Context: an optimization exercise on an open-source flow, tuned for small area, a short achievable clock period and few clock cycles. The choices shown serve that exercise and are no tape-out recipe.
Only simulation tests tie the RTL to the original design; equivalence was not proved.
Power and IR drop assume default switching activity.

[flow/constraint.sdc]
create_clock -name core_clock -period 7.0 [get_ports {clk_i}]
set_input_delay 1.4000 -clock core_clock [delete_from_list [all_inputs] [get_ports {clk_i}]]
set_output_delay 1.4000 -clock core_clock [all_outputs]
set_load 0.01 [all_outputs]
[flow/standard.sh]
#!/bin/bash
# synth_recipe.tcl (not shown) runs the flow's synth.tcl, then flattens the netlist and writes it again
# the make line also repeats each setting of config.mk as NAME=value (left out here)
make -C /OpenROAD-flow-scripts/flow DESIGN_CONFIG=/design/flow/config.mk WORK_HOME=/design/flow/orfs CLKGATE_MAP_FILE= SYNTH_SCRIPT=/design/flow/synth_recipe.tcl "${@:-finish}"
[flow/design.v]
`default_nettype none
package pb_mcast_pkg;
  localparam int unsigned ADDR_W  = 48;
  localparam int unsigned USER_W  = 8;
  localparam int unsigned SEL_W   = 6;
  localparam int unsigned COORD_W = 6;
endpackage
`default_nettype wire
`default_nettype none
module pb_mcast_subset_iter #(
  parameter int unsigned Width = 48
) (
  input  logic [Width-1:0] val_i,
  input  logic [Width-1:0] mask_i,
  input  logic             cin_i,
  output logic [Width-1:0] val_o,
  output logic             all_o
);
  localparam int unsigned G  = 8;
  localparam int unsigned NG = (Width + G - 1) / G;
  logic [NG*G-1:0] p;
  logic [NG*G-1:0] r;         
  logic [NG-1:0]   g;         
  logic [NG:0]     gc;        
  assign p = {{(NG*G-Width){1'b1}}, val_i | ~mask_i};
  for (genvar k = 0; k < NG; k++) begin : g_grp
    assign r[k*G] = 1'b1;
    for (genvar j = 1; j < G; j++) begin : g_r
      assign r[k*G+j] = r[k*G+j-1] & p[k*G+j-1];
    end
    assign g[k] = &p[k*G +: G];
  end
  assign gc[0] = cin_i;
  for (genvar k = 0; k < NG; k++) begin : g_gc
    assign gc[k+1] = &{cin_i, g[k:0]};
  end
  for (genvar i = 0; i < Width; i++) begin : g_bit
    assign val_o[i] = val_i[i] ^ (mask_i[i] & gc[i/G] & r[i]);
  end
  assign all_o = &p;
endmodule
`default_nettype wire
`default_nettype none
module pb_mcast_unroller #(
  parameter int unsigned AddrWidth  = pb_mcast_pkg::ADDR_W,
  parameter int unsigned UserWidth  = pb_mcast_pkg::USER_W,
  parameter int unsigned SelWidth   = pb_mcast_pkg::SEL_W,
  parameter int unsigned MeshDimX   = 4,
  parameter int unsigned MeshDimY   = 4,
  parameter int unsigned CoordWidth = pb_mcast_pkg::COORD_W
) (
  input  logic                  clk_i,
  input  logic                  rst_i,
  input  logic                  in_valid_i,
  output logic                  in_ready_o,
  input  logic [AddrWidth-1:0]  in_addr_i,
  input  logic [AddrWidth-1:0]  in_mask_i,
  input  logic [2*SelWidth-1:0] in_sel_x_i,
  input  logic [2*SelWidth-1:0] in_sel_y_i,
  input  logic [UserWidth-1:0]  in_user_i,
  output logic                  out_valid_o,
  input  logic                  out_ready_i,
  output logic [AddrWidth-1:0]  out_addr_o,
  output logic [CoordWidth-1:0] out_x_o,
  output logic [CoordWidth-1:0] out_y_o,
  output logic [UserWidth-1:0]  out_user_o,
  output logic                  out_last_o,
  output logic                  busy_o,
  output logic                  err_o
);
  localparam int unsigned AW = 48;    
  localparam int unsigned SW = 6;
  function automatic logic [AW-1:0] thermo(input logic [5:0] hgt, input logic [5:0] heq,
                                           input logic [7:0] lgt);
    logic [AW-1:0] t;
    for (int i = 0; i < AW; i++) t[i] = hgt[i/8] | (heq[i/8] & lgt[i%8]);
    thermo = t;
  endfunction
  function automatic logic [2*AW-1:0] field_dec(input logic [2*SW-1:0] sel);
    logic [2:0] oh, ol, lh, ll;
    logic [3:0] slo, shi;
    logic [5:0] hgt, heq, hgt0, heq0, ogt, oeq;
    logic [7:0] lgt, olgt;
    logic       c8;
    {oh, ol} = sel[2*SW-1:SW];
    {lh, ll} = sel[SW-1:0];
    slo = {1'b0, ol} + {1'b0, ll};
    shi = {1'b0, oh} + {1'b0, lh};
    c8  = slo[3];
    for (int a = 0; a < 6; a++) begin
      hgt0[a] = (shi > a);
      heq0[a] = (shi == a);
      ogt[a]  = (oh > a);
      oeq[a]  = (oh == a);
    end
    for (int a = 0; a < 6; a++) begin
      hgt[a] = hgt0[a] | (c8 & heq0[a]);
      heq[a] = c8 ? ((a == 0) ? 1'b0 : heq0[(a == 0) ? 0 : a-1]) : heq0[a];
    end
    for (int b = 0; b < 8; b++) begin
      lgt[b]  = (slo[2:0] > b);
      olgt[b] = (ol > b);
    end
    field_dec = {~thermo(ogt, oeq, olgt), thermo(hgt, heq, lgt)};
  endfunction
  function automatic logic [5:0] dec_h(input logic [2*SW-1:0] sel);
    logic [5:0] h;
    for (int a = 0; a < 6; a++) h[a] = (sel[2*SW-1:SW+3] == a) && (sel[SW-1:0] != '0);
    dec_h = h;
  endfunction
  function automatic logic [7:0] dec_l(input logic [2*SW-1:0] sel);
    logic [7:0] l;
    for (int b = 0; b < 8; b++) l[b] = (sel[SW+2:SW] == b);
    dec_l = l;
  endfunction
  logic [AW-1:0] gex, gey, ltx, lty;
  assign {gex, ltx} = field_dec(in_sel_x_i);
  assign {gey, lty} = field_dec(in_sel_y_i);
  logic [AW-1:0] fb, hb;                
  for (genvar i = 0; i < AW; i++) begin : g_dec
    assign fb[i] = (gex[i] & ltx[i]) | (gey[i] & lty[i]);
    if (i >= 2) begin : g_h
      assign hb[i] = (gex[i-2] & ltx[i]) | (gey[i-2] & lty[i]);
    end else begin : g_nh
      assign hb[i] = 1'b0;
    end
  end
  logic [AW-1:0] m_in, mp_in, base_in;
  logic          err_in;
  assign m_in    = in_mask_i & fb;             
  assign mp_in   = m_in & ~hb;                 
  assign base_in = in_addr_i & ~m_in;          
  assign err_in  = |(in_addr_i & ~in_mask_i & hb);
  logic                  busy_q, ld_q, err_q, last_q;
  logic [AW-1:0]         a_q, mp_q;
  logic [5:0]            xh_q, yh_q;
  logic [7:0]            xl_q, yl_q;
  logic                  x1_q, y1_q;
  logic [UserWidth-1:0]  user_q;
  logic [AW-1:0]         a_inc;
  logic                  last_inc;
  pb_mcast_subset_iter #(
    .Width (AW)
  ) u_iter (
    .val_i  (a_q),
    .mask_i (mp_q),
    .cin_i  (out_ready_i),
    .val_o  (a_inc),
    .all_o  ()
  );
  logic busy_d;
  assign busy_d = busy_q ? ~(out_ready_i & last_q) : (in_valid_i & ~err_in);
  assign last_inc = &(a_inc | ~mp_q);
  always_ff @(posedge clk_i) begin
    if (rst_i) begin
      busy_q <= 1'b0;
      ld_q   <= 1'b1;
      err_q  <= 1'b0;
    end else begin
      busy_q <= busy_d;
      ld_q   <= ~busy_d;
      err_q  <= ~busy_q & in_valid_i & err_in;
    end
  end
  always_ff @(posedge clk_i) begin
    if (!ld_q) begin
      a_q    <= a_inc;
      last_q <= last_inc;
    end else begin
      a_q    <= base_in;
      mp_q   <= mp_in;
      last_q <= ~|mp_in;
      xh_q   <= dec_h(in_sel_x_i);
      yh_q   <= dec_h(in_sel_y_i);
      xl_q   <= dec_l(in_sel_x_i);
      yl_q   <= dec_l(in_sel_y_i);
      x1_q   <= |in_sel_x_i[SW-1:1];
      y1_q   <= |in_sel_y_i[SW-1:1];
      user_q <= in_user_i;
    end
  end
  logic [AW-1:0] dx, dy;
  for (genvar i = 0; i < AW; i++) begin : g_od
    assign dx[i] = xh_q[i/8] & xl_q[i%8];
    assign dy[i] = yh_q[i/8] & yl_q[i%8];
  end
  logic [1:0] cx, cy;
  assign cx[0] = |(dx & a_q);
  assign cx[1] = x1_q & |(dx[AW-2:0] & a_q[AW-1:1]);
  assign cy[0] = |(dy & a_q);
  assign cy[1] = y1_q & |(dy[AW-2:0] & a_q[AW-1:1]);
  assign in_ready_o  = ~busy_q;
  assign busy_o      = busy_q;
  assign out_valid_o = busy_q;
  assign err_o       = err_q;
  assign out_last_o  = last_q;
  assign out_addr_o  = a_q;
  assign out_x_o     = {{(CoordWidth-2){1'b0}}, cx};
  assign out_y_o     = {{(CoordWidth-2){1'b0}}, cy};
  assign out_user_o  = user_q;
endmodule
`default_nettype wire
[flow/flow/run.sh]
#!/bin/bash
# Standard layout, with the port buffers made from the smallest buffer cell
# (the default pick is a larger delay buffer). Everything else is the standard flow's
# standard flow.
set -euo pipefail
export BUFFER_PORTS_ARGS="-buffer_cell sky130_fd_sc_hd__buf_1"
bash standard.sh 2>&1 | tee standard_flow.log
[flow/config.mk]
export PLATFORM = sky130hd
export DESIGN_NAME = pb_mcast_unroller
export DESIGN_NICKNAME = pb_mcast_unroller
export VERILOG_FILES = /design/flow/design.v
export SDC_FILE = /design/flow/constraint.sdc
export NUM_CORES = 4
export LEC_CHECK = 0
export ABC_AREA = 1
export CAP_MARGIN = 20
export CORE_MARGIN = 2
export CORE_UTILIZATION = 40
export SETUP_SLACK_MARGIN = 4.0
export SLEW_MARGIN = 20
export TNS_END_PERCENT = 0
==> impl_metrics.yaml, run 1 <==
timing:
  rsz0062_at_grt: "yes"
  fin_worst_skew_ps: 12.56
  fmax_mhz: 255.3
  final_max_slew_viol_count: 0
  finalSetupViolations: 0
  hold_viol: 0
  finalCritPeriodShare: 0.5596
  layout_min_cycle_time_ps: 3917
  slew_headroom: 0.3226
  tightest_slew_ps: 1012
  tns_ps: 0
cts:
  cts_tree: "done"
  root_buffer: "clkbuf_16"
  clkSinkCount: 138
  htreeDepth: 4
  cts_buffer_depth: 2
  ctsHoldBuffers: 0
  cts_inserted_buffers: 17
  clk_pin_slew_ps: 70
  clock_latency_ps: 440
layout:
  final_cell_mix: "nand2_1, inv_1, nand3_1"
  area_delta_synth_final_pct: 19.17
  fillers: 3558
  final_common_cell: "nand2_1"
  nNetsFinal: 2536
  layout-drive-gt1-share: 0.1125
critical_path:
  cp_slowest_cell: "edfxtp_1"
  endpoint: "out_x_o[0]"
  crit_path_cell_trace: "clkinvlp_4, buf_6, nor3_1, nor4_1, o311ai_2, nor4_4, nand3_1, buf_1"
  worst-path-max-fanout: 4
  r2r_slack_ps: 3930
  path_buf_inv: 3
  r2r_end: "last_q$_DFF_P_"
  r2r-start: "a_q[17]$_DFF_P_"
  critPathMaxStageDelay_ps: 490
  r2r_cells: 16
  crit_family: "simple AND/OR/NAND/NOR gates"
  startpoint: "xl_q[1]$_DFFE_PP_"
  worstPathArrival_ps: 2520
  start_kind: "flip-flop"
  crit_type: "flip-flop to output port"
  crit_cells: 8
  worstSetupEndpointType: "output port"
  required_ps: 5600
global_route:
  gr-total-overflow: 0
  grt_antenna_before_repair: 0
  grt_pass1_wl_mm: 92.03
  grt_pass1_vias: 14620
  grt_max_degree: 70
  track_usage: 0.3679
routing:
  avgRoutedWirePerCell_um: 22.39
  wirelength_mm: 63.68
  wl_met2_mm: 27.04
  via_count: 16520
  highest_layer: "met4"
  drcViolationCount: 0
  vias_per_cell: 5.808
  dr_wl_met3_mm: 7.127
  drt-met1-wl_mm: 26.75
  drtPass1Iterations: 7
  ant_nets: 0
  first_iter_violations: 2519
pwr:
  power_mw: 3.070
  power_frac_clock: 0.277
  powerDensity_nw_per_um2: 197.0
  p_sw_mw: 1.326
  pwr-share-comb: 0.381
  vdd_ir_drop_max_uv: 169.3
  internal-power_mw: 1.744
  leakage_nw: 7.470
  p_seq_frac: 0.342
  switching_share: 0.4320
yosys:
  synthXorXnorAreaFrac: 0.008516
  synth_area_leaders: "edfxtp_1, nand2_1, nand3_1"
  synth-simple-area-share: 0.4724
  async_flop_share: 0
  netlist.area_leader.share: 0.1975
  ys_types: 51
  yosysWarningCount: 1
  synth-seq-cells: 138
  ys.flop_type: "edfxtp_1"
  synth-compound-area-share: 0.1118
  synth_cells: 2167
  synth_mux_area_frac: 0
  synth.cell_area_um2: 13080
  synth_top_area_cell: "edfxtp_1"
  synth_fa_ha_area_frac: 0.01761
  avgSynthCellArea_um2: 6.034
  yosysSeqAreaShare: 0.2771
  synth_edf_count: 86
  synth_top_family_by_area: "simple AND/OR/NAND/NOR gates"
die:
  die_y_um: 184.8
  start_util: 0.4040
  num_rows: 66
  core_area_um2: 32370
  dieArea_um2: 34150
  io_pins: 205
  die_w_um: 184.8
placed_design:
  io_buffers: 196
  dp_hpwl_mm: 51.26
  gp_congestion: 1.094
hold_path:
  whs_path_depth: 2
  hold_start: "busy_q$_SDFF_PP0_"
  hp-class: "flip-flop to flip-flop"
status:
  status: "timing/DRC/antenna clean"
flow_run:
  drv_cap: 0
[power by group through the flow]
stage | Sequential, mW | Clock [mW] | Combinational, mW
global route | 1.05 | 0.889 | 1.27
global placement | 1.06 | 0 | 1.05
floorplan | 1.02 | 0 | 0.686
detailed placement | 1.06 | 0 | 1.05
CTS | 1.04 | 0.858 | 1.10
finish | 1.05 | 0.850 | 1.17
[through the flow]
stage | utilization | std cells | worst slack, ps | hold slack (ps) | area [µm²]
after floorplan | - | 2174 | 3496 | 544.4 | 13170
after global placement | 0.4392 | 2760 | 1864 | 534.1 | 14220
after detailed placement | 0.4392 | 2760 | 1878 | 540.1 | 14220
after CTS | 0.4707 | 2822 | 3177 | 546.7 | 15240
after global routing | 0.4813 | 2843 | 3051 | 612.0 | 15580
final | 0.4814 | 2844 | 3083 | 549.2 | 15580
[synthesized netlist by cell type, types with 5 or more instances]
cell type,count
edfxtp_1,86
nand3_1,267
a31o_2,27
nor2_1,199
ha_1,12
clkinv_1,5
nor2_2,5
nand3_2,6
nor3_1,81
a311oi_1,8
nand2_4,6
xor2_1,9
inv_2,11
a21oi_1,72
buf_4,10
buf_2,7
o21ai_1,9
nand2_2,11
o311ai_0,6
nand2_1,685
clkbuf_1,33
nand4_1,84
nor4_1,20
nand3b_1,5
inv_1,302
o21ai_0,82
dfxtp_1,52
o31ai_1,17
[logic make-up after synthesis]
group,after synthesis
other,1
buffers and inverters,374
XOR/XNOR,11
AND/OR/NAND/NOR,1386
AO/OA/AOI/OAI,241
adder cells (fa/ha/maj),16
flip-flops,138
[sequential cells by signal (all words and copies together) (netlist names), 6 cells and up]
register	cells
a_q	48
mp_q	48
user_q	8
xl_q	8
yl_q	8
xh_q	6
yh_q	6
[cell type report]
class / instances / area (µm²) / share of cell area
Timing Repair inverter: 1 / 5.005 / 0.0003212
Tap cell: 442 / 553.0 / 0.03549
Multi-Input combinational cell: 1662 / 8434 / 0.5413
Clock inverter: 13 / 92.59 / 0.005942
Inverter: 318 / 1232 / 0.07909
Timing Repair Buffer: 250 / 1182 / 0.07588
Sequential cell: 138 / 3627 / 0.2328
Antenna cell: 1 / 2.502 / 0.0001606
Clock buffer: 19 / 452.9 / 0.02907
[repair_timing]
action	CTS	global route
pin swaps	13	18
setup buffers	29	21
resized for setup	87	46
endpoints found under the setup margin	105	104
gates cloned	1	0
[worst min-delay path: stages (launching register included)]
cell and delay, ps:
dfxtp_1 330, nand3_1 110, o21ai_1 60
[routing by layer]
metal	vias up	track usage
met4	0	0.1295
met5	-	0
li1	7617	-
met1	7712	0.5152
met3	161	0.07924
met2	1029	0.5576
[how the worst min path moves through the flow]
| stage | to | slack (ps) |
|---|---|---|
| 2_1_floorplan | busy_q$_SDFF_PP0_ | 540 |
| 3_3_place_gp | busy_q$_SDFF_PP0_ | 530 |
| 3_5_place_dp | busy_q$_SDFF_PP0_ | 540 |
| 4_1_cts | busy_q$_SDFF_PP0_ | 550 |
| 5_1_grt | busy_q$_SDFF_PP0_ | 610 |
| 6_report | busy_q$_SDFF_PP0_ | 550 |
Testbench counts, summed over its fixed seeds: cycles 13,033.
==> run 2, diff against run 1 <==
--- a/flow/design.v
+++ b/flow/design.v
@@ -79,5 +79,5 @@
   function automatic logic [2*AW-1:0] field_dec(input logic [2*SW-1:0] sel);
     logic [2:0] oh, ol, lh, ll;
-    logic [3:0] slo, shi;
+    logic [13:0] sgt;
     logic [5:0] hgt, heq, hgt0, heq0, ogt, oeq;
     logic [7:0] lgt, olgt;
@@ -85,10 +85,19 @@
     {oh, ol} = sel[2*SW-1:SW];
     {lh, ll} = sel[SW-1:0];
-    slo = {1'b0, ol} + {1'b0, ll};
-    shi = {1'b0, oh} + {1'b0, lh};
-    c8  = slo[3];
+    for (int k = 0; k < 14; k++) begin
+      sgt[k] = 1'b0;
+      for (int j = 0; j <= 7; j++)
+        if (k + 1 - j >= 0 && k + 1 - j <= 7)
+          sgt[k] = sgt[k] | ((ol >= j) & (ll >= (k + 1 - j)));
+    end
+    c8 = sgt[7];
     for (int a = 0; a < 6; a++) begin
-      hgt0[a] = (shi > a);
-      heq0[a] = (shi == a);
+      hgt0[a] = 1'b0;
+      for (int j = 0; j <= a + 1; j++)
+        if (j <= 7 && a + 1 - j <= 7)
+          hgt0[a] = hgt0[a] | ((oh >= j) & (lh >= (a + 1 - j)));
+    end
+    for (int a = 0; a < 6; a++) begin
+      heq0[a] = (a == 0) ? ~hgt0[0] : (hgt0[(a == 0) ? 0 : a-1] & ~hgt0[a]);
       ogt[a]  = (oh > a);
       oeq[a]  = (oh == a);
@@ -99,5 +108,5 @@
     end
     for (int b = 0; b < 8; b++) begin
-      lgt[b]  = (slo[2:0] > b);
+      lgt[b]  = (sgt[b] & ~c8) | ((b < 6) ? sgt[(b < 6) ? b + 8 : 0] : 1'b0);
       olgt[b] = (ol > b);
     end
@@ -132,5 +141,5 @@
   assign base_in = in_addr_i & ~m_in;          
   assign err_in  = |(in_addr_i & ~in_mask_i & hb);
-  logic                  busy_q, ld_q, err_q, last_q;
+  logic                  busy_q, ld_q, err_q;
   logic [AW-1:0]         a_q, mp_q;
   logic [5:0]            xh_q, yh_q;
@@ -139,5 +148,5 @@
   logic [UserWidth-1:0]  user_q;
   logic [AW-1:0]         a_inc;
-  logic                  last_inc;
+  logic                  last;
   pb_mcast_subset_iter #(
     .Width (AW)
@@ -147,9 +156,8 @@
     .cin_i  (out_ready_i),
     .val_o  (a_inc),
-    .all_o  ()
+    .all_o  (last)
   );
   logic busy_d;
-  assign busy_d = busy_q ? ~(out_ready_i & last_q) : (in_valid_i & ~err_in);
-  assign last_inc = &(a_inc | ~mp_q);
+  assign busy_d = busy_q ? ~(out_ready_i & last) : (in_valid_i & ~err_in);
   always_ff @(posedge clk_i) begin
     if (rst_i) begin
@@ -165,10 +173,8 @@
   always_ff @(posedge clk_i) begin
     if (!ld_q) begin
-      a_q    <= a_inc;
-      last_q <= last_inc;
+      a_q <= a_inc;
     end else begin
       a_q    <= base_in;
       mp_q   <= mp_in;
-      last_q <= ~|mp_in;
       xh_q   <= dec_h(in_sel_x_i);
       yh_q   <= dec_h(in_sel_y_i);
@@ -194,5 +200,5 @@
   assign out_valid_o = busy_q;
   assign err_o       = err_q;
-  assign out_last_o  = last_q;
+  assign out_last_o  = last;
   assign out_addr_o  = a_q;
   assign out_x_o     = {{(CoordWidth-2){1'b0}}, cx};
--- a/flow/config.mk
+++ b/flow/config.mk
@@ -10,4 +10,6 @@
 export CORE_MARGIN = 2
 export CORE_UTILIZATION = 40
+export CTS_BUF_LIST = sky130_fd_sc_hd__clkbuf_8
+export CTS_CLUSTER_SIZE = 20
 export SETUP_SLACK_MARGIN = 4.0
 export SLEW_MARGIN = 20
==> run 2 against run 1 <==
  * Still clean on timing, DRC and antenna
  * First-iteration DRC count shrank 6.3%
  * Clock skew shrank 1.6 ps
  * Power shrank 25%
  * Final area shrank 7.5%
  * Flip-flop and latch count shrank 1
  * Synthesized area shrank 4.8%
  * Die area shrank 4.7%
  * Final cell count shrank 6.9%
  * Synthesized cell count shrank 6.1%
  * Sequential share of layout area grew 1.8 points
  * Core utilization shrank 1.0 points
  * Largest cell class unchanged
  * Largest power group is now sequential cells
==> impl_metrics.yaml, run 2 <==
status:
  status: "timing/DRC/antenna clean"
yosys:
  synth_area_leaders: "edfxtp_1, nand2_1, nand3_1"
  synth-seq-cells: 137
  ys.flop_type: "edfxtp_1"
  avgSynthCellArea_um2: 6.120
  synth_cells: 2035
  synth.most_common_cell: "nand2_1"
  synth_top_area_cell: "edfxtp_1"
  ys_types: 54
  netlist.area_leader.share: 0.2074
  async_flop_share: 0
  synth_edf_count: 86
  yosys-top-cells-count: "nand2_1, nand3_1, inv_1"
  yosysSeqAreaShare: 0.2894
  synth.cell_area_um2: 12450
  yosysWarningCount: 1
timing:
  tightest_slew_ps: 979.9
  finalSetupViolations: 0
  layout_min_cycle_time_ps: 3898
  final_max_slew_viol_count: 0
  rsz0062_at_grt: "yes"
  slew_headroom: 0.3468
  hold_viol: 0
  tns_ps: 0
  fin_ws_ps: 3102
  fmax_mhz: 256.5
  finalCritPeriodShare: 0.5569
  fin_worst_skew_ps: 10.92
pwr:
  power_mw: 2.315
  vdd_ir_drop_max_uv: 115.6
  switching_share: 0.3887
  power_frac_clock: 0.273
  powerDensity_nw_per_um2: 160.7
  p_sw_mw: 0.8997
  pwr-share-comb: 0.303
  p_seq_frac: 0.424
  internal-power_mw: 1.415
  leakage_nw: 6.667
die:
  dieArea_um2: 32560
  io_pins: 205
  start_util: 0.4071
  die_y_um: 180.4
  core_area_um2: 30590
  die_w_um: 180.4
  num_rows: 64
layout:
  seq_area_um2: 3617
  nNetsFinal: 2371
  multi_input_area_um2: 7761
  area_delta_synth_final_pct: 15.68
  layout-drive-gt1-share: 0.08703
  fillers: 3321
  final_common_cell: "nand2_1"
  final_cell_mix: "nand2_1, nand3_1, inv_1"
  largest_registers: "a_q (48), mp_q (48)"
placed_design:
  pre_cts_ws_ps: 1868
  gp_congestion: 1.173
  io_buffers: 196
  dp_hpwl_mm: 53.00
critical_path:
  crit_type: "flip-flop to output port"
  worstSetupEndpointType: "output port"
  worst-path-max-fanout: 6
  start_kind: "flip-flop"
  required_ps: 5600
  worstPathArrival_ps: 2500
cts:
  root_buffer: "clkbuf_8"
  clock_latency_ps: 460
  cts_buffer_depth: 2
  htreeDepth: 4
  clk_pin_slew_ps: 80
  cts_tree: "done"
  ctsHoldBuffers: 0
  clkSinkCount: 137
  cts_inserted_buffers: 17
routing:
  avgRoutedWirePerCell_um: 25.03
  first_iter_violations: 2360
  ant_nets: 0
  wirelength_mm: 66.31
  drcViolationCount: 0
  drtPass1Iterations: 6
  via_count: 15790
  vias_per_cell: 5.959
hold_path:
  hp-class: "flip-flop to flip-flop"
global_route:
  gr-total-overflow: 0
  track_usage: 0.3978
  grt_pass1_vias: 14460
  grt_pass1_wl_mm: 95.84
  grt_max_degree: 88
  grt_antenna_before_repair: 2
flow_run:
  drv_cap: 0
-- run 2: cell type report --
type / count / share of cell area
multi-input combinational: 1574 / 0.5387
sequential: 137 / 0.2511
timing repair buffer: 248 / 0.08095
inverter: 261 / 0.06835
tap: 396 / 0.03439
clock buffer: 18 / 0.01720
clock inverter: 14 / 0.009119
antenna: 1 / 0.0001737
-- run 2: layer usage --
metal,vias to the layer above,GRT usage,part of all wire
li1,7158,-,-
met4,0,0.2490,0.078
met5,-,0,0
met2,1088,0.6121,0.43
met3,249,0.06487,0.098
met1,7291,0.5204,0.39
-- run 2: what timing repair did --
action,CTS,global route
setup buffers,25,20
resized for setup,39,33
endpoints found under the setup margin,104,104
pin swaps,5,5
-- run 2: critical path, stage by stage (launching register included) --
cell and delay, ps:
dfxtp_1 540, inv_1 120, nor3_1 590, nor4_2 110
nor4b_4 170, nand4_1 180, nand2_1 90, inv_1 70
buf_1 150
-- run 2: per-stage QoR --
step / hold slack, ps / cells / utilization / instance area (µm²)
2_1_floorplan: 549.5 / 2042 / - / 12540
3_3_place_gp: 592.6 / 2571 / 0.4404 / 13470
3_5_place_dp: 592.8 / 2571 / 0.4404 / 13470
4_1_cts: 605.7 / 2628 / 0.4620 / 14130
5_1_grt: 618.9 / 2648 / 0.4709 / 14400
6_report: 603.5 / 2649 / 0.4710 / 14410
-- run 2: path summary, 6_finish.rpt --
path / startpoint / end / slack (ps) / cells past startpoint
max: a_q[44]$_DFF_P_ / out_y_o[1] / 3100 / 8
min: ld_q$_SDFF_PP1_ / yl_q[0]$_DFFE_PP_ / 600 / 0
max reg2reg: a_q[1]$_DFF_P_ / a_q[42]$_DFF_P_ / 3600 / 13
min reg2reg: ld_q$_SDFF_PP1_ / yl_q[0]$_DFFE_PP_ / 600 / 0
-- run 2: cells by family after synthesis --
group	count (synthesis)	synth area share
AND/OR/NAND/NOR	1253	0.4388
buffers and inverters	331	0.1068
AO/OA/AOI/OAI	282	0.1430
flip-flops	137	0.2894
XOR/XNOR	31	0.02180
other	1	0.0003011
-- run 2: power groups by stage --
stage	registers (mW)	logic [mW]	clock network, mW
5_1_grt	0.985	0.749	0.670
3_5_place_dp	1.01	0.627	0
2_1_floorplan	0.964	0.390	0
6_report	0.982	0.701	0.631
3_3_place_gp	1.01	0.631	0
4_1_cts	0.981	0.656	0.635
Testbench counts of run 2, summed over its fixed seeds: cycles 13,033.
==> run 3, diff against run 2 <==
--- a/flow/config.mk
+++ b/flow/config.mk
@@ -6,5 +6,5 @@
 export NUM_CORES = 4
 export LEC_CHECK = 0
-export ABC_AREA = 1
+export ABC_AREA = 0
 export CAP_MARGIN = 20
 export CORE_MARGIN = 2
==> run 3 against run 2 <==
  * Clock power up 9.5%
  * Combinational power grew about 20%
  * Synthesized cell count fell by 23%
  * Setup slack got worse by 24 ps
  * Final area increased by 0.44%
  * Final cell count shrank 19%
  * Non-clock buffer count up 8
  * Flip-flop and latch count unchanged
  * Critical path depth increased by 5
  * Register-to-register slack improved by 310 ps
  * Global-route usage is 3.5 points higher
  * Still clean on timing, DRC and antenna
==> impl_metrics.yaml, run 3 <==
pwr:
  vdd_ir_drop_max_uv: 102.2
  powerDensity_nw_per_um2: 174.1
  pwr-share-comb: 0.333
  power_frac_clock: 0.274
  p_sw_mw: 0.9879
  p_seq_frac: 0.393
  switching_share: 0.3921
  leakage_nw: 5.280
  internal-power_mw: 1.532
yosys:
  synth_top_area_cell: "edfxtp_1"
  async_flop_share: 0
  yosys-top-cells-count: "nand2_1, o21ai_0, nor2_1"
  synth_cells: 1576
  ys_types: 104
  yosysWarningCount: 1
  synth_area_leaders: "edfxtp_1, dfxtp_1, o21ai_0"
  synth.most_common_cell: "nand2_1"
  netlist.area_leader.share: 0.2123
  synth-seq-cells: 137
  yosysSeqAreaShare: 0.2963
  synth_edf_count: 86
  synth.cell_area_um2: 12160
  ys.flop_type: "edfxtp_1"
  avgSynthCellArea_um2: 7.718
cts:
  ctsHoldBuffers: 0
  htreeDepth: 4
  clkSinkCount: 137
  root_buffer: "clkbuf_8"
  clk_pin_slew_ps: 80
  clock_latency_ps: 450
  cts_buffer_depth: 2
  cts_tree: "done"
  cts_inserted_buffers: 17
critical_path:
  startpoint: "in_sel_x_i[7]"
  worstSetupEndpointType: "flip-flop"
  crit_family: "compound AO/OA/AOI/OAI gates"
  start_kind: "input pin"
  worst-path-max-fanout: 22
  r2r_slack_ps: 3910
  required_ps: 7340
  cp_common_cell: "buf_4"
  r2r-start: "a_q[4]$_DFF_P_"
  crit_type: "input pin to flip-flop"
  critPathMaxStageDelay_ps: 380
  crit_path_cell_trace: "buf_1, buf_4, nand2_1, a31oi_4, buf_4, nor2_1, maj3_1, o22ai_1, nand3b_1, o2111a_1, nand4_1, nor2_4, a32o_1"
  cp_slowest_cell: "maj3_1"
  worstPathArrival_ps: 4260
  path_buf_inv: 3
timing:
  fin_worst_skew_ps: 14.40
  finalCritPeriodShare: 0.5603
  final_max_slew_viol_count: 0
  hold_viol: 0
  finalSetupViolations: 0
  fmax_mhz: 255.0
  tightest_slew_ps: 825.4
  tns_ps: 0
  slew_headroom: 0.4439
  layout_min_cycle_time_ps: 3922
  rsz0062_at_grt: "yes"
die:
  num_rows: 63
  die_w_um: 178.4
  die_y_um: 178.4
  io_pins: 205
  dieArea_um2: 31820
  start_util: 0.4082
  core_area_um2: 29800
routing:
  via_count: 14890
  drtPass1Iterations: 9
  highest_layer: "met5"
  avgRoutedWirePerCell_um: 32.38
  wirelength_mm: 69.69
  dr_wl_met3_mm: 7.696
  first_iter_violations: 2400
  drt-met1-wl_mm: 26.29
  vias_per_cell: 6.919
  wl_met2_mm: 30.07
  drcViolationCount: 0
  ant_nets: 0
layout:
  final_common_cell: "buf_1"
  final_cell_mix: "buf_1, nand2_1, o21ai_0"
  area_delta_synth_final_pct: 18.97
  layout-drive-gt1-share: 0.1557
  nNetsFinal: 1879
  largest_registers: "a_q (48), mp_q (48)"
  final_cells: 2152
global_route:
  grt_max_degree: 149
  grt_pass1_vias: 13670
  track_usage: 0.4324
  gr-total-overflow: 0
  grt_pass1_wl_mm: 97.13
  grt_antenna_before_repair: 7
placed_design:
  dp_hpwl_mm: 53.89
  gp_congestion: 1.195
  io_buffers: 196
  dp.cells: 2079
status:
  status: "timing/DRC/antenna clean"
hold_path:
  hold_start: "busy_q$_SDFF_PP0_"
  hp-class: "flip-flop to flip-flop"
flow_run:
  drv_cap: 0
-- run 3: cell count changes in the layout (fill, tap and decap cells not counted), sizes merged, moves of 18 or more --
cell and delta:
nand2 -484, inv -197, nand3 -169, nor2 -97, a22oi +55, nand2b +52
o21ai +52, nand4 -33, a211oi +26, o21a +22, nor2b +20, a21oi +19
and2 +19, and3 +18
-- run 3: through the flow --
step / util / total power [mW] / cell area [µm²] / hold WS [ps] / setup WS (ps)
floorplan: - / 1.402 / 12230 / 549.9 / 3382
global placement: 0.4394 / 1.723 / 13090 / 553.8 / 1705
detailed placement: 0.4394 / 1.721 / 13090 / 558.7 / 1649
CTS: 0.4829 / 2.472 / 14390 / 582.4 / 3230
global route: 0.4855 / 2.595 / 14470 / 631.9 / 3074
finish: 0.4856 / 2.520 / 14470 / 571.5 / 3078
-- run 3: worst paths after layout --
check	to	depth (start not counted)
worst max-delay path	busy_q$_SDFF_PP0_	13
worst min-delay path	ld_q$_SDFF_PP1_	1
worst max register to register	a_q[47]$_DFF_P_	10
worst min register to register	ld_q$_SDFF_PP1_	1
-- run 3: power groups by stage --
stage,Combinational [mW],Clock (mW),Sequential [mW]
floorplan,0.431,0,0.971
global placement,0.715,0,1.01
detailed placement,0.712,0,1.01
CTS,0.788,0.698,0.986
global route,0.865,0.737,0.993
finish,0.838,0.691,0.990
-- run 3: cell type report --
type                    instances  area, µm²
clock inverters                15      191.4
multi-input cells            1279       8416
diodes                          2      5.005
well taps                     390      488.0
inverters                      56      214.0
clock buffers                  17      234.0
flip-flops and latches        137       3635
fillers                      2978      15330
repair buffers                256       1287
-- run 3: what timing repair did --
| action | CTS | global route |
|---|---|---|
| setup endpoints to repair | 104 | 107 |
| gates cloned | 1 | 0 |
| resized for setup | 169 | 13 |
| setup buffers | 33 | 5 |
| pin swaps | 23 | 6 |
-- run 3: per-layer routing --
layer / global-route usage / vias to the layer above
met5: 0 / -
met4: 0.2703 / 4
met3: 0.07886 / 288
met2: 0.6762 / 1298
met1: 0.5508 / 7015
li1: - / 6285
-- run 3: cells by family (layout without fill, tap and decap cells) --
family                     Yosys count  count (layout)  share of synthesized area
and+or+nand+nor                    621             621                     0.2593
AOI/OAI and AO/OA                  585             586                     0.3329
buffers and inverters              168             344                    0.06090
DFF                                137             137                     0.2963
xor gates and xnor gates            56              56                    0.04372
adders and majority gates            5               5                   0.004115
muxes                                3               3                   0.002469
other                                1              10                  0.0003083
==> run 4, diff against run 3 <==
--- a/flow/design.v
+++ b/flow/design.v
@@ -71,45 +71,37 @@
   localparam int unsigned AW = 48;    
   localparam int unsigned SW = 6;
-  function automatic logic [AW-1:0] thermo(input logic [5:0] hgt, input logic [5:0] heq,
-                                           input logic [7:0] lgt);
-    logic [AW-1:0] t;
-    for (int i = 0; i < AW; i++) t[i] = hgt[i/8] | (heq[i/8] & lgt[i%8]);
-    thermo = t;
-  endfunction
   function automatic logic [2*AW-1:0] field_dec(input logic [2*SW-1:0] sel);
-    logic [2:0] oh, ol, lh, ll;
+    logic [2:0]  oh, ol, lh, ll;
+    logic [5:0]  hgt, heq, ogt, oeq;
     logic [13:0] sgt;
-    logic [5:0] hgt, heq, hgt0, heq0, ogt, oeq;
-    logic [7:0] lgt, olgt;
-    logic       c8;
+    logic [7:0]  olgt;
+    logic [AW-1:0] ge, lt;
     {oh, ol} = sel[2*SW-1:SW];
     {lh, ll} = sel[SW-1:0];
-    for (int k = 0; k < 14; k++) begin
-      sgt[k] = 1'b0;
-      for (int j = 0; j <= 7; j++)
-        if (k + 1 - j >= 0 && k + 1 - j <= 7)
-          sgt[k] = sgt[k] | ((ol >= j) & (ll >= (k + 1 - j)));
-    end
-    c8 = sgt[7];
+    hgt = '0;
+    heq = '0;
+    sgt = '0;
+    for (int j = 0; j < 8; j++) begin
+      for (int a = 0; a < 6; a++) begin
+        if (a - j < 0)       hgt[a] = hgt[a] | (oh == j);
+        else if (a - j < 7)  hgt[a] = hgt[a] | ((oh == j) & (lh > (a - j)));
+        if (a - j >= 0 && a - j < 8) heq[a] = heq[a] | ((oh == j) & (lh == (a - j)));
+      end
+      for (int k = 0; k < 14; k++) begin
+        if (k - j < 0)       sgt[k] = sgt[k] | (ol == j);
+        else if (k - j < 7)  sgt[k] = sgt[k] | ((ol == j) & (ll > (k - j)));
+      end
+    end
     for (int a = 0; a < 6; a++) begin
-      hgt0[a] = 1'b0;
-      for (int j = 0; j <= a + 1; j++)
-        if (j <= 7 && a + 1 - j <= 7)
-          hgt0[a] = hgt0[a] | ((oh >= j) & (lh >= (a + 1 - j)));
-    end
-    for (int a = 0; a < 6; a++) begin
-      heq0[a] = (a == 0) ? ~hgt0[0] : (hgt0[(a == 0) ? 0 : a-1] & ~hgt0[a]);
-      ogt[a]  = (oh > a);
-      oeq[a]  = (oh == a);
-    end
-    for (int a = 0; a < 6; a++) begin
-      hgt[a] = hgt0[a] | (c8 & heq0[a]);
-      heq[a] = c8 ? ((a == 0) ? 1'b0 : heq0[(a == 0) ? 0 : a-1]) : heq0[a];
-    end
-    for (int b = 0; b < 8; b++) begin
-      lgt[b]  = (sgt[b] & ~c8) | ((b < 6) ? sgt[(b < 6) ? b + 8 : 0] : 1'b0);
-      olgt[b] = (ol > b);
-    end
-    field_dec = {~thermo(ogt, oeq, olgt), thermo(hgt, heq, lgt)};
+      ogt[a] = (oh > a);
+      oeq[a] = (oh == a);
+    end
+    for (int b = 0; b < 8; b++) olgt[b] = (ol > b);
+    for (int i = 0; i < AW; i++) begin
+      ge[i] = ~(ogt[i/8] | (oeq[i/8] & olgt[i%8]));
+      lt[i] = hgt[i/8] | (heq[i/8] & sgt[i%8]);
+      if (i >= 8 && (i % 8) < 6) lt[i] = lt[i] | (heq[i/8-1] & sgt[i%8+8]);
+    end
+    field_dec = {ge, lt};
   endfunction
   function automatic logic [5:0] dec_h(input logic [2*SW-1:0] sel);
==> flow/config.mk (replaced) <==
export PLATFORM = sky130hd
export DESIGN_NAME = pb_mcast_unroller
export DESIGN_NICKNAME = pb_mcast_unroller
export VERILOG_FILES = /design/flow/design.v
export SDC_FILE = /design/flow/constraint.sdc
export NUM_CORES = 4
export LEC_CHECK = 0
export ABC_AREA = 1
export CAP_MARGIN = 20
export CORE_MARGIN = 2
export CORE_UTILIZATION = 40
export SLEW_MARGIN = 20
==> run 4 against run 3 <==
  * Largest power group unchanged
  * Power rose by 7.7%
  * Wire length barely moved
  * Fmax is 17% lower
  * Hold slack improved by 6.8 ps
  * Via count up 13%
  * Global-route usage fell by 3.2 points
  * Die area rose by 7.5%
  * Final cell count up 30%
  * Count of clock-buffer cells in the layout is 1 higher
==> impl_metrics.yaml, run 4 <==
yosys:
  avgSynthCellArea_um2: 6.032
  synth_top_area_cell: "edfxtp_1"
  synth_cells: 2171
  yosysWarningCount: 1
  synth_edf_count: 86
  netlist.area_leader.share: 0.1972
  synth-seq-cells: 137
  async_flop_share: 0
  synth.cell_area_um2: 13100
  synth_area_leaders: "edfxtp_1, nand2_1, nand3_1"
  synth.most_common_cell: "nand2_1"
  ys.flop_type: "edfxtp_1"
  yosysSeqAreaShare: 0.2752
  ys_types: 53
  yosys-top-cells-count: "nand2_1, inv_1, nor2_1"
global_route:
  grt_pass1_vias: 14850
  track_usage: 0.4005
  grt_pass1_wl_mm: 98.90
  met3_usage: 0.06567
  use_met1: 0.5423
  grt_max_degree: 87
  gr-total-overflow: 0
  met2_usage: 0.6127
  grt_antenna_before_repair: 2
  grt.busiest_layer: "met2"
critical_path:
  crit_type: "input pin to flip-flop"
  r2r-start: "a_q[16]$_DFF_P_"
  path_buf_inv: 2
  worst-path-max-fanout: 13
  critPathMaxStageDelay_ps: 520
  worstSetupEndpointType: "flip-flop"
  cp_slowest_cell: "nand3_1"
  crit_family: "simple AND/OR/NAND/NOR gates"
  crit_cells: 18
  startpoint: "in_sel_y_i[10]"
  r2r_cells: 14
  required_ps: 7320
  start_kind: "input pin"
  worstPathArrival_ps: 5060
  cp_common_cell: "nand2_1"
  crit_path_cell_trace: "buf_1, nor2_4, nand2_2, inv_2, nand3_1, nand3_1, nand2_1, nand3_1, nand2_1, nand2_1, nand2_1, nand2_1, nor2_1, nand2_1, nor2_1, nand3_2, nand2_1, nand2_1"
cts:
  cts_buffer_depth: 2
  cts_setup_buffers: 0
  ctsHoldBuffers: 0
  clkSinkCount: 137
  post_cts_resized: 0
  clk_pin_slew_ps: 70
  cts_tree: "done"
  htreeDepth: 4
  clock_latency_ps: 440
  root_buffer: "clkbuf_16"
  cts_inserted_buffers: 17
placed_design:
  dp.cells: 2759
  dp_hpwl_mm: 56.69
  gp_congestion: 1.144
  io_buffers: 196
  pre_cts_ws_ps: 1997
  dpl-instance-area_um2: 14130
hold_path:
  whs_path_depth: 2
  hp-class: "flip-flop to flip-flop"
  hold_start: "a_q[16]$_DFF_P_"
timing:
  fin_worst_skew_ps: 20.79
  layout_min_cycle_time_ps: 4735
  hold_ws_ps: 578.3
  rsz0062_at_grt: "no"
  fmax_mhz: 211.2
  fin_ws_ps: 2265
  hold_viol: 0
  finalCritPeriodShare: 0.6764
  final_max_slew_viol_count: 0
  slew_headroom: 0.1184
  tns_ps: 0
  tightest_slew_ps: 1312
  finalSetupViolations: 0
flow_run:
  drv_cap: 0
die:
  dieArea_um2: 34200
  die_y_um: 184.9
  io_pins: 205
  num_rows: 66
  start_util: 0.4045
  core_area_um2: 32370
  die_w_um: 184.9
routing:
  drcViolationCount: 0
  wirelength_mm: 69.65
  via_count: 16830
  avgRoutedWirePerCell_um: 24.96
  ant_nets: 0
  first_iter_violations: 2450
  drtPass1Iterations: 6
  vias_per_cell: 6.029
pwr:
  leakage_nw: 6.621
  power_mw: 2.714
  vdd_ir_drop_max_uv: 124.7
  powerDensity_nw_per_um2: 184.3
layout:
  final_cells: 2791
  antennaDiodeCount: 0
  final_cell_mix: "nand2_1, inv_1, nor2_1"
  finish.utilization: 0.4550
  fillers: 3577
  design_area_um2: 14730
  area_delta_synth_final_pct: 12.49
  final_common_cell: "nand2_1"
  seq_area_um2: 3607
  largest_registers: "a_q (48), mp_q (48)"
  layout-drive-gt1-share: 0.05364
  multi_input_area_um2: 8102
  nNetsFinal: 2468
status:
  status: "timing/DRC/antenna clean"
run 4: cell types whose count changed in the layout (fill, tap and decap cells not counted), moves of 47 or more:
cell / before / now
buf_4: 55 / 8
nand3_1: 94 / 238
nand2b_1: 52 / 0
inv_1: 55 / 259
nor3_1: 27 / 77
a22oi_1: 50 / 0
nand2_1: 168 / 647
nor2_1: 101 / 246
run 4: logic make-up after synthesis:
| kind of cell | count (synthesis) | share of synthesized area |
|---|---|---|
| simple gates | 1326 | 0.4478 |
| buf+inv | 351 | 0.1082 |
| compound gates | 340 | 0.1578 |
| flops | 137 | 0.2752 |
| xor+xnor | 16 | 0.01070 |
| other cells | 1 | 0.0002864 |
run 4: final timing paths:
| kind | end | slack [ps] |
|---|---|---|
| worst max-delay path | ld_q$_SDFF_PP1_ | 2270 |
| worst min-delay path | a_q[16]$_DFF_P_ | 580 |
| worst max register to register | a_q[33]$_DFF_P_ | 4040 |
| worst min register to register | a_q[16]$_DFF_P_ | 580 |
run 4: layout make-up:
cell class                 count  share of cell area
inverter                     286             0.07288
timing repair buffer         204             0.05402
tap                          442             0.03754
clock inverter                14             0.01087
multi-input combinational   1690              0.5500
clock buffer                  18             0.02981
sequential                   137              0.2449
run 4: worst register-to-register path, stage by stage (launching register included):
cell and delay [ps]:
dfxtp_1 370, inv_1 230, nand2_2 180, o21ai_0 90
a21oi_1 130, inv_1 70, nor2_1 490, nand2_1 190
nor2_4 270, nand3_4 200, nor2_8 230, nand3_1 120
xor2_1 150, nand2_1 60, nand2_1 70
run 4: power breakdown:
part           internal (mW)  switching (mW)  leakage, nW
combinational          0.198           0.596         4.89
sequential             0.913          0.0759         1.44
clock                  0.543           0.389        0.287
total                   1.65            1.06         6.62
run 4: routing by layer:
metal | wire length (µm) | part of all wire
met5 | 0 | 0
met4 | 4234 | 0.061
met3 | 7447 | 0.11
met2 | 29610 | 0.43
met1 | 28360 | 0.41
Testbench counts of run 4, summed over its fixed seeds: cycles 13,033.
==> run 5, diff against run 4 <==
--- a/flow/config.mk
+++ b/flow/config.mk
@@ -10,3 +10,5 @@
 export CORE_MARGIN = 2
 export CORE_UTILIZATION = 40
+export SETUP_SLACK_MARGIN = 4.0
 export SLEW_MARGIN = 20
+export TNS_END_PERCENT = 0
==> run 5 against run 4 <==
  * Core utilization increased by 0.74 points
  * Highest routed layer is now met5
  * Hold slack better by 2.0 ps
  * First-iteration DRC count decreased by 20%
  * Combinational power rose by 1%
  * Synthesized cell count is the same
  * Non-clock buffer count increased by 23
  * Fmax rose by 18%
  * Wire length is essentially flat
  * Clock power down 6.1%
  * Count of clock-buffer cells in the layout unchanged
==> impl_metrics.yaml, run 5 <==
timing:
  finalSetupViolations: 0
  tightest_slew_ps: 1125
  final_max_slew_viol_count: 0
  hold_viol: 0
  tns_ps: 0
  fin_worst_skew_ps: 17.30
  rsz0062_at_grt: "yes"
  slew_headroom: 0.2449
  fmax_mhz: 249.3
  finalCritPeriodShare: 0.5730
  layout_min_cycle_time_ps: 4011
cts:
  cts_tree: "done"
  clk_pin_slew_ps: 70
  root_buffer: "clkbuf_16"
  clock_latency_ps: 430
  clkSinkCount: 137
  cts_buffer_depth: 2
  htreeDepth: 4
  cts_inserted_buffers: 17
critical_path:
  worstPathArrival_ps: 4340
  worst-path-max-fanout: 15
  worstSetupEndpointType: "flip-flop"
  path_buf_inv: 2
  cp_slowest_cell: "clkdlybuf4s18_2"
  cp_common_cell: "nand2_1"
  start_kind: "input pin"
  crit_path_cell_trace: "clkdlybuf4s18_2, inv_2, nand2_2, nor2_1, nand2_1, nand3_2, nand2_1, nand3_1, nand2_1, nand2_1, nand2_1, nand2_1, nor2_1, nand2_1, nor2_2, nand3_2, nand2_1, nand2_1"
  crit_family: "simple AND/OR/NAND/NOR gates"
  required_ps: 7330
  critPathMaxStageDelay_ps: 460
  crit_type: "input pin to flip-flop"
global_route:
  grt_pass1_vias: 14630
  grt_pass1_wl_mm: 97.94
  track_usage: 0.4010
  grt_max_degree: 79
  gr-total-overflow: 0
  grt_antenna_before_repair: 3
yosys:
  yosysWarningCount: 1
  ys_types: 53
  synth_top_area_cell: "edfxtp_1"
  yosys-top-cells-count: "nand2_1, inv_1, nor2_1"
  async_flop_share: 0
  netlist.area_leader.share: 0.1972
  synth.cell_area_um2: 13100
  ys.flop_type: "edfxtp_1"
  avgSynthCellArea_um2: 6.032
  synth_area_leaders: "edfxtp_1, nand2_1, nand3_1"
  yosysSeqAreaShare: 0.2752
  synth.most_common_cell: "nand2_1"
  synth_cells: 2171
  synth-seq-cells: 137
  synth_edf_count: 86
placed_design:
  dp_hpwl_mm: 56.21
  io_buffers: 196
  gp_congestion: 1.135
routing:
  via_count: 16720
  avgRoutedWirePerCell_um: 24.76
  wl_met2_mm: 29.67
  ant_nets: 0
  highest_layer: "met5"
  drt-met1-wl_mm: 28.50
  dr_wl_met3_mm: 6.643
  vias_per_cell: 5.940
  drtPass1Iterations: 6
  drcViolationCount: 0
  first_iter_violations: 1964
  wirelength_mm: 69.70
die:
  num_rows: 66
  die_y_um: 184.9
  io_pins: 205
  dieArea_um2: 34200
  core_area_um2: 32370
  die_w_um: 184.9
  start_util: 0.4045
status:
  status: "timing/DRC/antenna clean"
layout:
  largest_registers: "a_q (48), mp_q (48)"
  area_delta_synth_final_pct: 14.32
  fillers: 3538
  final_cell_mix: "nand2_1, inv_1, nor2_1"
  layout-drive-gt1-share: 0.07715
  nNetsFinal: 2491
  final_common_cell: "nand2_1"
pwr:
  vdd_ir_drop_max_uv: 106.9
  powerDensity_nw_per_um2: 177.7
  leakage_nw: 6.773
  power_mw: 2.660
flow_run:
  drv_cap: 0
hold_path:
  hp-class: "flip-flop to flip-flop"
-- run 5: kinds of logic after synthesis --
family | count (synthesis) | synth area share
other cells | 1 | 0.0002864
flops | 137 | 0.2752
compound gates | 340 | 0.1578
xor+xnor | 16 | 0.01070
buf+inv | 351 | 0.1082
simple gates | 1326 | 0.4478
-- run 5: stage by stage --
stage	hold WS (ps)	utilization	cell area, µm²	worst slack [ps]	std cells
after floorplan	549.8	-	13130	3840	2178
after global placement	556.5	0.4368	14140	1964	2760
after detailed placement	559.7	0.4368	14140	2068	2760
after CTS	577.1	0.4593	14870	3043	2806
after global routing	603.5	0.4624	14970	2899	2814
final	580.3	0.4625	14970	2989	2815
-- run 5: worst paths after layout --
path | startpoint | to | slack [ps] | depth (start not counted)
worst min register to register | a_q[16]$_DFF_P_ | a_q[16]$_DFF_P_ | 580 | 2
worst max register to register | a_q[1]$_DFF_P_ | a_q[33]$_DFF_P_ | 4230 | 14
worst min-delay path | a_q[16]$_DFF_P_ | a_q[16]$_DFF_P_ | 580 | 2
worst max-delay path | in_sel_x_i[8] | ld_q$_SDFF_PP1_ | 2990 | 18
-- run 5: area by class of cell --
type                            instances  area (µm²)  share of cell area
Tap cell                              442       553.0             0.03694
Multi-Input combinational cell       1690        8175              0.5461
Sequential cell                       137        3608              0.2410
Timing Repair Buffer                  227       982.2             0.06561
Antenna cell                            1       2.502           0.0001672
Clock buffer                           18       429.2             0.02867
Inverter                              286        1092             0.07296
Clock inverter                         14       127.6            0.008525
-- run 5: power breakdown --
| group | leakage (nW) | internal [mW] | switching, mW | total, mW |
|---|---|---|---|---|
| sequential | 1.44 | 0.913 | 0.0689 | 0.982 |
| clock | 0.268 | 0.468 | 0.407 | 0.875 |
| combinational | 5.06 | 0.208 | 0.596 | 0.803 |
| total | 6.77 | 1.59 | 1.07 | 2.66 |
-- run 5: repair_timing --
item,CTS,global route
resized for setup,31,12
hold buffers,0,0
pin swaps,4,4
cloned,0,0
buffers inserted,14,8
endpoints found under the setup margin,104,107
-- run 5: tightest hold or removal path, cell delays in order, from the launching register on --
cell and delay [ps]:
dfxtp_1 330, a21oi_1 120, o21ai_0 90
-- run 5: metal layers --
metal / track usage / vias up
met5: 0 / -
met4: 0.2406 / 4
met3: 0.07255 / 256
met2: 0.6052 / 1162
met1: 0.5333 / 7678
li1: - / 7622
==> run 6, diff against run 5 <==
--- a/flow/design.v
+++ b/flow/design.v
@@ -71,37 +71,36 @@
   localparam int unsigned AW = 48;    
   localparam int unsigned SW = 6;
+  function automatic logic [AW-1:0] thermo(input logic [5:0] hgt, input logic [5:0] heq,
+                                           input logic [7:0] lgt);
+    logic [AW-1:0] t;
+    for (int i = 0; i < AW; i++) t[i] = hgt[i/8] | (heq[i/8] & lgt[i%8]);
+    thermo = t;
+  endfunction
   function automatic logic [2*AW-1:0] field_dec(input logic [2*SW-1:0] sel);
-    logic [2:0]  oh, ol, lh, ll;
-    logic [5:0]  hgt, heq, ogt, oeq;
-    logic [13:0] sgt;
-    logic [7:0]  olgt;
-    logic [AW-1:0] ge, lt;
+    logic [2:0] oh, ol, lh, ll;
+    logic [3:0] slo, shi;
+    logic [5:0] hgt, heq, hgt0, heq0, ogt, oeq;
+    logic [7:0] lgt, olgt;
+    logic       c8;
     {oh, ol} = sel[2*SW-1:SW];
     {lh, ll} = sel[SW-1:0];
-    hgt = '0;
-    heq = '0;
-    sgt = '0;
-    for (int j = 0; j < 8; j++) begin
-      for (int a = 0; a < 6; a++) begin
-        if (a - j < 0)       hgt[a] = hgt[a] | (oh == j);
-        else if (a - j < 7)  hgt[a] = hgt[a] | ((oh == j) & (lh > (a - j)));
-        if (a - j >= 0 && a - j < 8) heq[a] = heq[a] | ((oh == j) & (lh == (a - j)));
-      end
-      for (int k = 0; k < 14; k++) begin
-        if (k - j < 0)       sgt[k] = sgt[k] | (ol == j);
-        else if (k - j < 7)  sgt[k] = sgt[k] | ((ol == j) & (ll > (k - j)));
-      end
-    end
+    slo = {1'b0, ol} + {1'b0, ll};
+    shi = {1'b0, oh} + {1'b0, lh};
+    c8  = slo[3];
     for (int a = 0; a < 6; a++) begin
-      ogt[a] = (oh > a);
-      oeq[a] = (oh == a);
-    end
-    for (int b = 0; b < 8; b++) olgt[b] = (ol > b);
-    for (int i = 0; i < AW; i++) begin
-      ge[i] = ~(ogt[i/8] | (oeq[i/8] & olgt[i%8]));
-      lt[i] = hgt[i/8] | (heq[i/8] & sgt[i%8]);
-      if (i >= 8 && (i % 8) < 6) lt[i] = lt[i] | (heq[i/8-1] & sgt[i%8+8]);
-    end
-    field_dec = {ge, lt};
+      hgt0[a] = (shi > a);
+      heq0[a] = (shi == a);
+      ogt[a]  = (oh > a);
+      oeq[a]  = (oh == a);
+    end
+    for (int a = 0; a < 6; a++) begin
+      hgt[a] = hgt0[a] | (c8 & heq0[a]);
+      heq[a] = c8 ? ((a == 0) ? 1'b0 : heq0[(a == 0) ? 0 : a-1]) : heq0[a];
+    end
+    for (int b = 0; b < 8; b++) begin
+      lgt[b]  = (slo[2:0] > b);
+      olgt[b] = (ol > b);
+    end
+    field_dec = {~thermo(ogt, oeq, olgt), thermo(hgt, heq, lgt)};
   endfunction
   function automatic logic [5:0] dec_h(input logic [2*SW-1:0] sel);
@@ -178,14 +177,27 @@
     end
   end
-  logic [AW-1:0] dx, dy;
+  logic [AW-1:0] am, cdat, dx, dy;
+  logic [5:0]    sxh, syh;
+  logic [7:0]    sxl, syl;
+  logic          sx1, sy1;
+  assign am   = in_addr_i & ~in_mask_i;
+  assign cdat = ld_q ? am : a_inc;
+  assign sxh  = ld_q ? dec_h(in_sel_x_i) : xh_q;
+  assign syh  = ld_q ? dec_h(in_sel_y_i) : yh_q;
+  assign sxl  = ld_q ? dec_l(in_sel_x_i) : xl_q;
+  assign syl  = ld_q ? dec_l(in_sel_y_i) : yl_q;
+  assign sx1  = ld_q ? |in_sel_x_i[SW-1:1] : x1_q;
+  assign sy1  = ld_q ? |in_sel_y_i[SW-1:1] : y1_q;
   for (genvar i = 0; i < AW; i++) begin : g_od
-    assign dx[i] = xh_q[i/8] & xl_q[i%8];
-    assign dy[i] = yh_q[i/8] & yl_q[i%8];
-  end
-  logic [1:0] cx, cy;
-  assign cx[0] = |(dx & a_q);
-  assign cx[1] = x1_q & |(dx[AW-2:0] & a_q[AW-1:1]);
-  assign cy[0] = |(dy & a_q);
-  assign cy[1] = y1_q & |(dy[AW-2:0] & a_q[AW-1:1]);
+    assign dx[i] = sxh[i/8] & sxl[i%8];
+    assign dy[i] = syh[i/8] & syl[i%8];
+  end
+  logic [1:0] cx_q, cy_q;
+  always_ff @(posedge clk_i) begin
+    cx_q[0] <= |(dx & cdat);
+    cx_q[1] <= sx1 & |(dx[AW-2:0] & cdat[AW-1:1]);
+    cy_q[0] <= |(dy & cdat);
+    cy_q[1] <= sy1 & |(dy[AW-2:0] & cdat[AW-1:1]);
+  end
   assign in_ready_o  = ~busy_q;
   assign busy_o      = busy_q;
@@ -194,6 +206,6 @@
   assign out_last_o  = last;
   assign out_addr_o  = a_q;
-  assign out_x_o     = {{(CoordWidth-2){1'b0}}, cx};
-  assign out_y_o     = {{(CoordWidth-2){1'b0}}, cy};
+  assign out_x_o     = {{(CoordWidth-2){1'b0}}, cx_q};
+  assign out_y_o     = {{(CoordWidth-2){1'b0}}, cy_q};
   assign out_user_o  = user_q;
 endmodule
==> run 6 against run 5 <==
  * Still clean on timing, DRC and antenna
  * Final cell count up 6.2%
  * Count of clock-buffer cells in the layout up 7
  * Power increased by 17%
  * Clock skew fell by 3.1 ps
  * Global-route usage is 3.0 points lower
  * Fmax increased by 2.6%
  * Largest power group is now combinational cells
  * Highest routed layer unchanged
==> impl_metrics.yaml, run 6 <==
yosys:
  synth.cell_area_um2: 12960
  netlist.area_leader.share: 0.2751
  ys_types: 47
  async_flop_share: 0
  synth-seq-cells: 141
  yosysSeqAreaShare: 0.2610
  synth.most_common_cell: "nand2_1"
  synth_top_area_cell: "nand2_1"
  synth_cells: 2325
  synth_edf_count: 56
  yosys-top-cells-count: "nand2_1, nor2_1, inv_1"
  avgSynthCellArea_um2: 5.575
  yosysWarningCount: 1
  ys.flop_type: "dfxtp_1"
  synth_area_leaders: "nand2_1, dfxtp_1, edfxtp_1"
pwr:
  powerDensity_nw_per_um2: 196.3
  power_mw: 3.102
  vdd_ir_drop_max_uv: 171.3
  leakage_nw: 8.185
cts:
  cts_inserted_buffers: 17
  clkSinkCount: 141
  clock_latency_ps: 460
  cts_buffer_depth: 2
  cts_tree: "done"
  root_buffer: "clkbuf_16"
  htreeDepth: 4
  clk_pin_slew_ps: 60
timing:
  rsz0062_at_grt: "yes"
  tightest_slew_ps: 1274
  slew_headroom: 0.1442
  fin_worst_skew_ps: 14.17
  hold_ws_ps: 452.2
  finalCritPeriodShare: 0.5586
  fmax_mhz: 255.7
  hold_viol: 0
  layout_min_cycle_time_ps: 3910
  final_max_slew_viol_count: 0
  finalSetupViolations: 0
  fin_ws_ps: 3090
  tns_ps: 0
routing:
  vias_per_cell: 5.562
  via_count: 16630
  drcViolationCount: 0
  ant_nets: 0
  drtPass1Iterations: 6
  first_iter_violations: 1600
  avgRoutedWirePerCell_um: 21.50
  wirelength_mm: 64.27
critical_path:
  worst-path-max-fanout: 8
  worstSetupEndpointType: "flip-flop"
  crit_family: "simple AND/OR/NAND/NOR gates"
  crit_type: "input pin to flip-flop"
  crit_path_cell_trace: "buf_2, nor2_2, inv_1, nor2_1, inv_1, o21ai_0, nand2_1, nand2_1, nand2_1, nand2_1, nor2_1, nand3_2, nor2_4, nand3_1, nand2_2"
  cp_common_cell: "nand2_1"
  cp_slowest_cell: "nor2_1"
  worstPathArrival_ps: 4250
  required_ps: 7340
  path_buf_inv: 3
  critPathMaxStageDelay_ps: 530
  start_kind: "input pin"
die:
  num_rows: 65
  dieArea_um2: 33860
  core_area_um2: 31720
  io_pins: 205
  die_w_um: 184.0
  die_y_um: 184.0
  start_util: 0.4087
global_route:
  grt_pass1_vias: 15300
  use_met1: 0.4782
  gr-total-overflow: 0
  grt_pass1_wl_mm: 91.75
  grt_max_degree: 79
  track_usage: 0.3714
  met2_usage: 0.5956
  grt.busiest_layer: "met2"
  met3_usage: 0.08241
  grt_antenna_before_repair: 3
placed_design:
  dpl-instance-area_um2: 14180
  pre_cts_ws_ps: 2028
  gp_congestion: 1.022
  io_buffers: 196
  dp_hpwl_mm: 50.89
  dp.cells: 2895
layout:
  area_delta_synth_final_pct: 21.88
  design_area_um2: 15800
  largest_registers: "a_q (48), mp_q (48)"
  final_cells: 2989
  final_cell_mix: "nand2_1, nor2_1, inv_1"
  nNetsFinal: 2722
  finish.utilization: 0.4981
  final_common_cell: "nand2_1"
  antennaDiodeCount: 0
  layout-drive-gt1-share: 0.1055
flow_run:
  drv_cap: 0
status:
  status: "timing/DRC/antenna clean"
hold_path:
  hp-class: "flip-flop to flip-flop"
## run 6: changes by cell type after synthesis, moves of 18 or more
cell and change:
nand3_1 -19, o21ai_1 -19, nor4_1 -22, nor3_1 -71
edfxtp_1 -30, o21ai_0 -31, dfxtp_1 +34, o31ai_1 -18
inv_1 +24, nor2_1 +89, nand2_1 +303
## run 6: tightest hold or removal path: cells and delay by family (launching register included)
kind          cells  cell delay (ps)
simple gates      2              120
flops             1              310
## run 6: power by group
part	switching, mW	total [mW]	internal [mW]
Clock	0.370	0.874	0.504
Combinational	0.850	1.26	0.405
Sequential	0.0453	0.973	0.927
## run 6: cells by family after synthesis
| group | count (synthesis) | share of synthesized area |
|---|---|---|
| fa+ha+maj | 16 | 0.01776 |
| simple gates | 1592 | 0.5062 |
| compound gates | 235 | 0.1085 |
| buf+inv | 335 | 0.1023 |
| flops | 141 | 0.2610 |
| xor+xnor | 5 | 0.003958 |
| other cells | 1 | 0.0002893 |
## run 6: final timing paths
| path | from | endpoint | slack (ps) | depth (start not counted) |
|---|---|---|---|---|
| worst max-delay path | in_sel_y_i[7] | busy_q$_SDFF_PP0_ | 3090 | 15 |
| worst min-delay path | y1_q$_DFF_P_ | y1_q$_DFF_P_ | 450 | 2 |
| worst max register to register | a_q[40]$_DFF_P_ | cx_q[1]$_DFF_P_ | 3330 | 34 |
| worst min register to register | y1_q$_DFF_P_ | y1_q$_DFF_P_ | 450 | 2 |
## run 6: timing repair
item / 4_1_cts / 5_1_grt
setup buffers: 25 / 35
cloned: 1 / 1
endpoints found under the setup margin: 109 / 105
pin swaps: 7 / 37
hold buffers: 0 / 0
gates resized for setup: 70 / 130
## run 6: metal layers
layer  wire (µm)  vias to the layer above
met1       26230                     7717
met2       28780                      833
met4        2811                        6
li1            -                     7899
met3        6429                      171
met5          28                        -
## run 6: cell type report
class	count	area [µm²]
Fill cell	3490	15920
Multi-Input combinational cell	1858	8856
Sequential cell	141	3391
Timing Repair Buffer	267	1405
Inverter	289	1105
Tap cell	402	503.0
Clock buffer	25	475.5
Clock inverter	7	63.81
Testbench counts of run 6, summed over its fixed seeds: cycles 13,033.

==> separate check: timing with driven ports <==
No port has a modelled driver above. Below, the same layouts with a new extraction and two added sets of constraints.
Step 1 (the two cells are an assumption about what drives the block):
set clk [get_ports {clk_i}]
set_driving_cell -lib_cell sky130_fd_sc_hd__clkbuf_16 $clk
set_driving_cell -lib_cell sky130_fd_sc_hd__buf_2 [delete_from_list [all_inputs] $clk]
Step 2 adds t to the input delays and takes it off the output delays; t is the mean of the earliest and latest rising clock arrival at the registers after step 1. Input paths then give back, and output paths get back, about the clock's delay inside the block.
Three values: ideal, step 1, step 2; two values: the first two.
| run | t (ns) | slack for setup (ns) | pins driven straight from the clock port |
|---|---|---|---|
| run 1 | 0.482 | 3.083 / 3.030 / 2.693 | 1 |
| run 2 | 0.494 | 3.102 / 3.065 / 2.686 | 1 |
| run 3 | 0.483 | 3.078 / 3.098 / 2.615 | 1 |
| run 4 | 0.469 | 2.265 / 2.280 / 1.812 | 1 |
| run 5 | 0.474 | 2.989 / 2.958 / 2.539 | 1 |
| run 6 | 0.504 | 3.090 / 3.089 / 2.585 | 1 |
After both steps setup and hold are still met in every run listed. For run 6, which loses most, drivers alone change the setup slack by -0.001 ns; drivers and shift together by -0.505 ns.
